Source: an optimization exercise on an open RTL-to-GDS flow (aim: small area). Production flows keep margins and buffers that such runs may drop.
The RTL was checked by simulation tests, not by an equivalence proof against the original design.

== run 1 ==
==> flow/design.v (excerpt) <==
module datapath (
	input  logic                                clk,
	input  logic                                rst_n,
	input  logic [1:0]                          pc_src,
	input  logic [1:0]                          ma_src,
	input  logic [1:0]                          md_src,
	input  logic                                ir_en,
	input  logic                                alu_a_src,
	input  logic                                alu_b_src,
	input  logic [3:0]                          alu_op,
	input  logic                                hilo_en,
	input  logic [2:0]                          rf_src,
	input  logic [datapath_pkg::REG_ADDR_W-1:0] rf_a_addr,
	input  logic [datapath_pkg::REG_ADDR_W-1:0] rf_b_addr,
	input  logic [datapath_pkg::REG_ADDR_W-1:0] rf_z_addr,
	input  logic [datapath_pkg::WORD_W-1:0]     constant_c,
	input  logic [datapath_pkg::WORD_W-1:0]     data_from_memory,
	output logic [datapath_pkg::WORD_W-1:0]     address_to_memory,
	output logic [datapath_pkg::WORD_W-1:0]     data_to_memory,
	output logic [datapath_pkg::WORD_W-1:0]     ir_out
);
Size in the first run: roughly 4500 cells after synthesis, roughly 690 flip-flops, about 190 I/O pins.
==> module memory_port, before the edit <==
module memory_port (
	input  logic        clk,
	input  logic        rst_n,
	input  logic [1:0]  ma_src,
	input  logic [1:0]  md_src,
	input  logic        ir_en,
	input  logic [31:0] pc_q,
	input  logic        pc_v,
	input  logic [31:0] alu_z,
	input  logic [31:0] rf_b_data,
	input  logic [31:0] data_from_memory,
	output logic [31:0] address_to_memory,
	output logic [31:0] md_q,
	output logic [31:0] ir_out
);
	logic [31:0] ma_q;
	logic [31:0] ma_next;
	logic [31:0] md_next;
	logic [2:0]  ma_sel;
	logic [2:0]  md_sel;
	assign ma_sel = {ma_src == 2'd2, (ma_src == 2'd1) & pc_v, (ma_src == 2'd0) | (ma_src == 2'd3)};
	assign md_sel = {md_src == 2'd2, md_src == 2'd1, (md_src == 2'd0) | (md_src == 2'd3)};
	for (genvar k = 0; k < 32; k++) begin : g_bit
		ao3 ma_mux (.s(ma_sel), .d({alu_z[k], pc_q[k], ma_q[k]}), .y(ma_next[k]));
		ao3 md_mux (.s(md_sel), .d({rf_b_data[k], data_from_memory[k], md_q[k]}), .y(md_next[k]));
	end
	always_ff @(posedge clk or negedge rst_n) begin
		if (!rst_n) begin
			ma_q   <= '0;
			md_q   <= '0;
			ir_out <= '0;
		end else begin
			ma_q <= ma_next;
			md_q <= md_next;
			if (ir_en) begin
				ir_out <= md_q;
			end
		end
	end
	assign address_to_memory = ma_q;
endmodule
==> module register_file, before the edit <==
module register_file (
	input  logic        clk,
	input  logic        rst_n,
	input  logic [2:0]  rf_src,
	input  logic [3:0]  rf_z_addr,
	input  logic [3:0]  rf_a_addr,
	input  logic [3:0]  rf_b_addr,
	input  logic [31:0] alu_z,
	input  logic [31:0] hi_q,
	input  logic [31:0] lo_q,
	input  logic        hilo_v,
	input  logic [31:0] md_q,
	output logic [31:0] rf_a_data,
	output logic [31:0] rf_b_data
);
	logic [31:0] regs [1:15];
	logic [15:1] vld;
	logic [31:0] wb_data;
	logic        wr_any;
	logic        wr_data;
	always_comb begin
		case (rf_src[1:0])
			2'd1:    wb_data = alu_z;
			2'd2:    wb_data = hi_q;
			2'd3:    wb_data = lo_q;
			default: wb_data = md_q;
		endcase
	end
	assign wr_any  = (rf_src != 3'd0);
	assign wr_data = (rf_src == 3'd1) || (rf_src == 3'd4)
		|| (((rf_src == 3'd2) || (rf_src == 3'd3)) && hilo_v);
	for (genvar i = 1; i < 16; i++) begin : g_reg
		always_ff @(posedge clk) begin
			if (wr_data && (rf_z_addr == i)) begin
				regs[i] <= wb_data;
			end
		end
		always_ff @(posedge clk or negedge rst_n) begin
			if (!rst_n) begin
				vld[i] <= 1'b0;
			end else if (wr_any && (rf_z_addr == i)) begin
				vld[i] <= wr_data;
			end
		end
	end
	logic [15:1] sel_a [0:1];
	logic [15:1] sel_b [0:1];
	for (genvar h = 0; h < 2; h++) begin : g_dec
		rf_dec dec_a (.addr(rf_a_addr), .vld(vld), .sel(sel_a[h]));
		rf_dec dec_b (.addr(rf_b_addr), .vld(vld), .sel(sel_b[h]));
	end
	for (genvar k = 0; k < 32; k++) begin : g_rd
		logic [15:1] col;
		for (genvar i = 1; i < 16; i++) begin : g_col
			assign col[i] = regs[i][k];
		end
		rf_read_bit rd_a (.sel(sel_a[k / 16]), .d(col), .y(rf_a_data[k]));
		rf_read_bit rd_b (.sel(sel_b[k / 16]), .d(col), .y(rf_b_data[k]));
	end
endmodule
==> flow/config.mk <==
export PLATFORM = sky130hd
export DESIGN_NAME = datapath
export DESIGN_NICKNAME = datapath
export VERILOG_FILES = /design/flow/design.v
export SDC_FILE = /design/flow/constraint.sdc
export NUM_CORES = 4
export LEC_CHECK = 0
export CAP_MARGIN = 20
export CORE_MARGIN = 2
export CORE_UTILIZATION = 60
export CTS_CLUSTER_DIAMETER = 100
export CTS_CLUSTER_SIZE = 20
export GPL_TIMING_DRIVEN = 0
export SETUP_SLACK_MARGIN = 0.4
export SLEW_MARGIN = 20
export SYNTH_HIERARCHICAL = 1
==> flow/constraint.sdc <==
create_clock -name core_clock -period 13.0 [get_ports {clk}]
set_input_delay 2.6000 -clock core_clock [delete_from_list [all_inputs] [get_ports {clk}]]
set_output_delay 2.6000 -clock core_clock [all_outputs]
set_load 0.01 [all_outputs]
standard.sh (not shown) runs the stock make flow with config.mk's settings and CLKGATE_MAP_FILE= SYNTH_SCRIPT=/design/flow/synth_recipe.tcl, a recipe that flattens the netlist after the stock synthesis.
==> flow/flow/run.sh <==
#!/bin/bash
# The standard layout with two changes after the standard synthesis
# (which runs unchanged first): the port buffers are the smallest buffer
# cell, and the resizer may not use the large buffers (buf_6 and up) when
# it repairs slew, capacitance and timing. Each step's full output goes to
# its own log here; ORFS's own logs are under orfs/logs.
set -euo pipefail
bash standard.sh synth > std_synth.log 2>&1
du=$(make -s -C "$FLOW_HOME" DESIGN_CONFIG="$PWD/config.mk" WORK_HOME="$PWD/orfs" print-DONT_USE_CELLS | sed 's/^DONT_USE_CELLS: //')
big="sky130_fd_sc_hd__buf_6 sky130_fd_sc_hd__buf_8 sky130_fd_sc_hd__buf_12 sky130_fd_sc_hd__buf_16 sky130_fd_sc_hd__bufbuf_8 sky130_fd_sc_hd__bufbuf_16"
bash standard.sh "DONT_USE_CELLS=$du $big" "BUFFER_PORTS_ARGS=-buffer_cell sky130_fd_sc_hd__buf_1" finish > std_layout.log 2>&1
What run 2 does differently from run 1 at the input level:
--- a/flow/design.v
+++ b/flow/design.v
@@ -66,13 +66,15 @@
 	logic [31:0] ma_next;
 	logic [31:0] md_next;
 	logic [2:0]  ma_sel;
 	logic [2:0]  md_sel;
+	logic [31:0] ir_next;
 	assign ma_sel = {ma_src == 2'd2, (ma_src == 2'd1) & pc_v, (ma_src == 2'd0) | (ma_src == 2'd3)};
 	assign md_sel = {md_src == 2'd2, md_src == 2'd1, (md_src == 2'd0) | (md_src == 2'd3)};
 	for (genvar k = 0; k < 32; k++) begin : g_bit
 		ao3 ma_mux (.s(ma_sel), .d({alu_z[k], pc_q[k], ma_q[k]}), .y(ma_next[k]));
 		ao3 md_mux (.s(md_sel), .d({rf_b_data[k], data_from_memory[k], md_q[k]}), .y(md_next[k]));
+		ao2 ir_mux (.s({ir_en, ~ir_en}), .d({md_q[k], ir_out[k]}), .y(ir_next[k]));
 	end
 	always_ff @(posedge clk or negedge rst_n) begin
 		if (!rst_n) begin
 			ma_q   <= '0;
@@ -80,11 +82,9 @@
 			ir_out <= '0;
 		end else begin
 			ma_q <= ma_next;
 			md_q <= md_next;
-			if (ir_en) begin
-				ir_out <= md_q;
-			end
+			ir_out <= ir_next;
 		end
 	end
 	assign address_to_memory = ma_q;
 endmodule
@@ -94,8 +94,15 @@
 	output logic       y
 );
 	assign y = |(s & d);
 endmodule
+module ao2 (
+	input  logic [1:0] s,
+	input  logic [1:0] d,
+	output logic       y
+);
+	assign y = |(s & d);
+endmodule
 `timescale 1ns/1ps
 module alu_unit (
 	input  logic        clk,
 	input  logic        rst_n,
@@ -2015,15 +2022,12 @@
 	logic [15:1] vld;
 	logic [31:0] wb_data;
 	logic        wr_any;
 	logic        wr_data;
-	always_comb begin
-		case (rf_src[1:0])
-			2'd1:    wb_data = alu_z;
-			2'd2:    wb_data = hi_q;
-			2'd3:    wb_data = lo_q;
-			default: wb_data = md_q;
-		endcase
+	logic [3:0] wb_sel;
+	assign wb_sel = {rf_src == 3'd4, rf_src == 3'd3, rf_src == 3'd2, rf_src == 3'd1};
+	for (genvar k = 0; k < 32; k++) begin : g_wb
+		ao4 wb_mux (.s(wb_sel), .d({md_q[k], lo_q[k], hi_q[k], alu_z[k]}), .y(wb_data[k]));
 	end
 	assign wr_any  = (rf_src != 3'd0);
 	assign wr_data = (rf_src == 3'd1) || (rf_src == 3'd4)
 		|| (((rf_src == 3'd2) || (rf_src == 3'd3)) && hilo_v);
### Flow results
- Synthesized-area fraction occupied by xor and xnor cells across run 1 and run 2: no real change.
- Compared with run 1, in run 2 clock skew lost 0.018 ns; core region area lost 1.2%.
- Max routed length on met3 across run 1 and run 2: run 1

the baseline:
datapath, a different RTL version from the one above (not shown whole).
For scale: ~4400 cells after synthesis, roughly 690 flip-flops, about 190 I/O pins.
==> module register_file, before the edit <==
module register_file (
	input  logic        clk,
	input  logic        rst_n,
	input  logic [2:0]  rf_src,
	input  logic [3:0]  rf_z_addr,
	input  logic [3:0]  rf_a_addr,
	input  logic [3:0]  rf_b_addr,
	input  logic [31:0] alu_z,
	input  logic [31:0] hi_q,
	input  logic [31:0] lo_q,
	input  logic        hilo_v,
	input  logic [31:0] md_q,
	output logic [31:0] rf_a_data,
	output logic [31:0] rf_b_data
);
	logic [31:0] regs [1:15];
	logic [15:1] vld;
	logic [31:0] wb_data;
	logic        wr_any;
	logic        wr_data;
	logic [3:0] wb_sel;
	assign wb_sel = {rf_src == 3'd4, rf_src == 3'd3, rf_src == 3'd2, rf_src == 3'd1};
	for (genvar k = 0; k < 32; k++) begin : g_wb
		ao4 wb_mux (.s(wb_sel), .d({md_q[k], lo_q[k], hi_q[k], alu_z[k]}), .y(wb_data[k]));
	end
	assign wr_any  = (rf_src != 3'd0);
	assign wr_data = (rf_src == 3'd1) || (rf_src == 3'd4)
		|| (((rf_src == 3'd2) || (rf_src == 3'd3)) && hilo_v);
	for (genvar i = 1; i < 16; i++) begin : g_reg
		always_ff @(posedge clk) begin
			if (wr_data && (rf_z_addr == i)) begin
				regs[i] <= wb_data;
			end
		end
		always_ff @(posedge clk or negedge rst_n) begin
			if (!rst_n) begin
				vld[i] <= 1'b0;
			end else if (wr_any && (rf_z_addr == i)) begin
				vld[i] <= wr_data;
			end
		end
	end
	logic [15:1] sel_a;
	logic [15:1] sel_b;
	rf_dec dec_a (.addr(rf_a_addr), .vld(vld), .sel(sel_a));
	rf_dec dec_b (.addr(rf_b_addr), .vld(vld), .sel(sel_b));
	for (genvar k = 0; k < 32; k++) begin : g_rd
		logic [15:1] col;
		for (genvar i = 1; i < 16; i++) begin : g_col
			assign col[i] = regs[i][k];
		end
		rf_read_bit rd_a (.sel(sel_a), .d(col), .y(rf_a_data[k]));
		rf_read_bit rd_b (.sel(sel_b), .d(col), .y(rf_b_data[k]));
	end
endmodule
==> flow/config.mk <==
export PLATFORM = sky130hd
export DESIGN_NAME = datapath
export DESIGN_NICKNAME = datapath
export VERILOG_FILES = /design/flow/design.v
export SDC_FILE = /design/flow/constraint.sdc
export NUM_CORES = 4
export LEC_CHECK = 0
export CAP_MARGIN = 20
export CORE_MARGIN = 2
export CORE_UTILIZATION = 60
export CTS_CLUSTER_DIAMETER = 100
export CTS_CLUSTER_SIZE = 20
export GPL_TIMING_DRIVEN = 0
export SETUP_SLACK_MARGIN = 0.4
export SLEW_MARGIN = 20
export SYNTH_HIERARCHICAL = 1
==> flow/constraint.sdc <==
create_clock -name core_clock -period 13.0 [get_ports {clk}]
set_input_delay 2.6000 -clock core_clock [delete_from_list [all_inputs] [get_ports {clk}]]
set_output_delay 2.6000 -clock core_clock [all_outputs]
set_load 0.01 [all_outputs]
Scripts as last shown in full above: flow/flow/run.sh
Input-level comparison between the candidate and the baseline:
--- a/flow/design.v
+++ b/flow/design.v
@@ -2024,19 +2024,21 @@
 				vld[i] <= wr_data;
 			end
 		end
 	end
-	logic [15:1] sel_a;
-	logic [15:1] sel_b;
-	rf_dec dec_a (.addr(rf_a_addr), .vld(vld), .sel(sel_a));
-	rf_dec dec_b (.addr(rf_b_addr), .vld(vld), .sel(sel_b));
+	logic [15:1] sel_a [0:1];
+	logic [15:1] sel_b [0:1];
+	for (genvar h = 0; h < 2; h++) begin : g_dec
+		rf_dec dec_a (.addr(rf_a_addr), .vld(vld), .sel(sel_a[h]));
+		rf_dec dec_b (.addr(rf_b_addr), .vld(vld), .sel(sel_b[h]));
+	end
 	for (genvar k = 0; k < 32; k++) begin : g_rd
 		logic [15:1] col;
 		for (genvar i = 1; i < 16; i++) begin : g_col
 			assign col[i] = regs[i][k];
 		end
-		rf_read_bit rd_a (.sel(sel_a), .d(col), .y(rf_a_data[k]));
-		rf_read_bit rd_b (.sel(sel_b), .d(col), .y(rf_b_data[k]));
+		rf_read_bit rd_a (.sel(sel_a[k / 16]), .d(col), .y(rf_a_data[k]));
+		rf_read_bit rd_b (.sel(sel_b[k / 16]), .d(col), .y(rf_b_data[k]));
 	end
 endmodule
 module rf_dec (
 	input  logic [3:0]  addr,
Results
The candidate vs the baseline: count of mapped cells out of synthesis up slightly. The candidate against the baseline: worst setup slack after layout now smaller; number of nets at the end of the flow now smaller; number of resized instances in the post-cts repair step now larger. The candidate packs its core more loosely than the baseline. The final reports for the candidate and the baseline show area after synthesis higher in the former.

[afterwards: timing with drivers on the ports]
The flow's constraints put no driver on any port. The routed layouts listed below were extracted and timed again, unchanged, in two steps.
Step 1, drivers: a clkbuf_16 drives clk and a buf_2 each remaining input, both assumed.
Step 2 adds t to the input delays and takes it off the output delays; t is the mean of the earliest and latest rising clock arrival at the registers after step 1. Input paths then give back, and output paths get back, about the clock's delay inside the block.
Three values: ideal ports, drivers, drivers and shift; two values: the first two.
run	t, ns	setup WS [ns]	worst setup path at the end	worst register clock-pin slew, ns	pins driven straight from the clock port
run 1	0.662	0.510 / 0.539 / -0.123	input to register	0.09 / 0.09	1
run 2	0.641	0.459 / 0.442 / -0.199	input to register	0.10 / 0.10	1
the baseline	0.653	0.507 / 0.545 / -0.108	input to register	0.10 / 0.10	1
the candidate	0.679	0.401 / 0.407 / -0.273	input to register	0.10 / 0.10	1
Met with ideal ports but missed after step 2: setup timing in every run listed. For the candidate, which loses most, drivers alone change the setup slack by +0.006 ns; drivers and shift together by -0.674 ns.
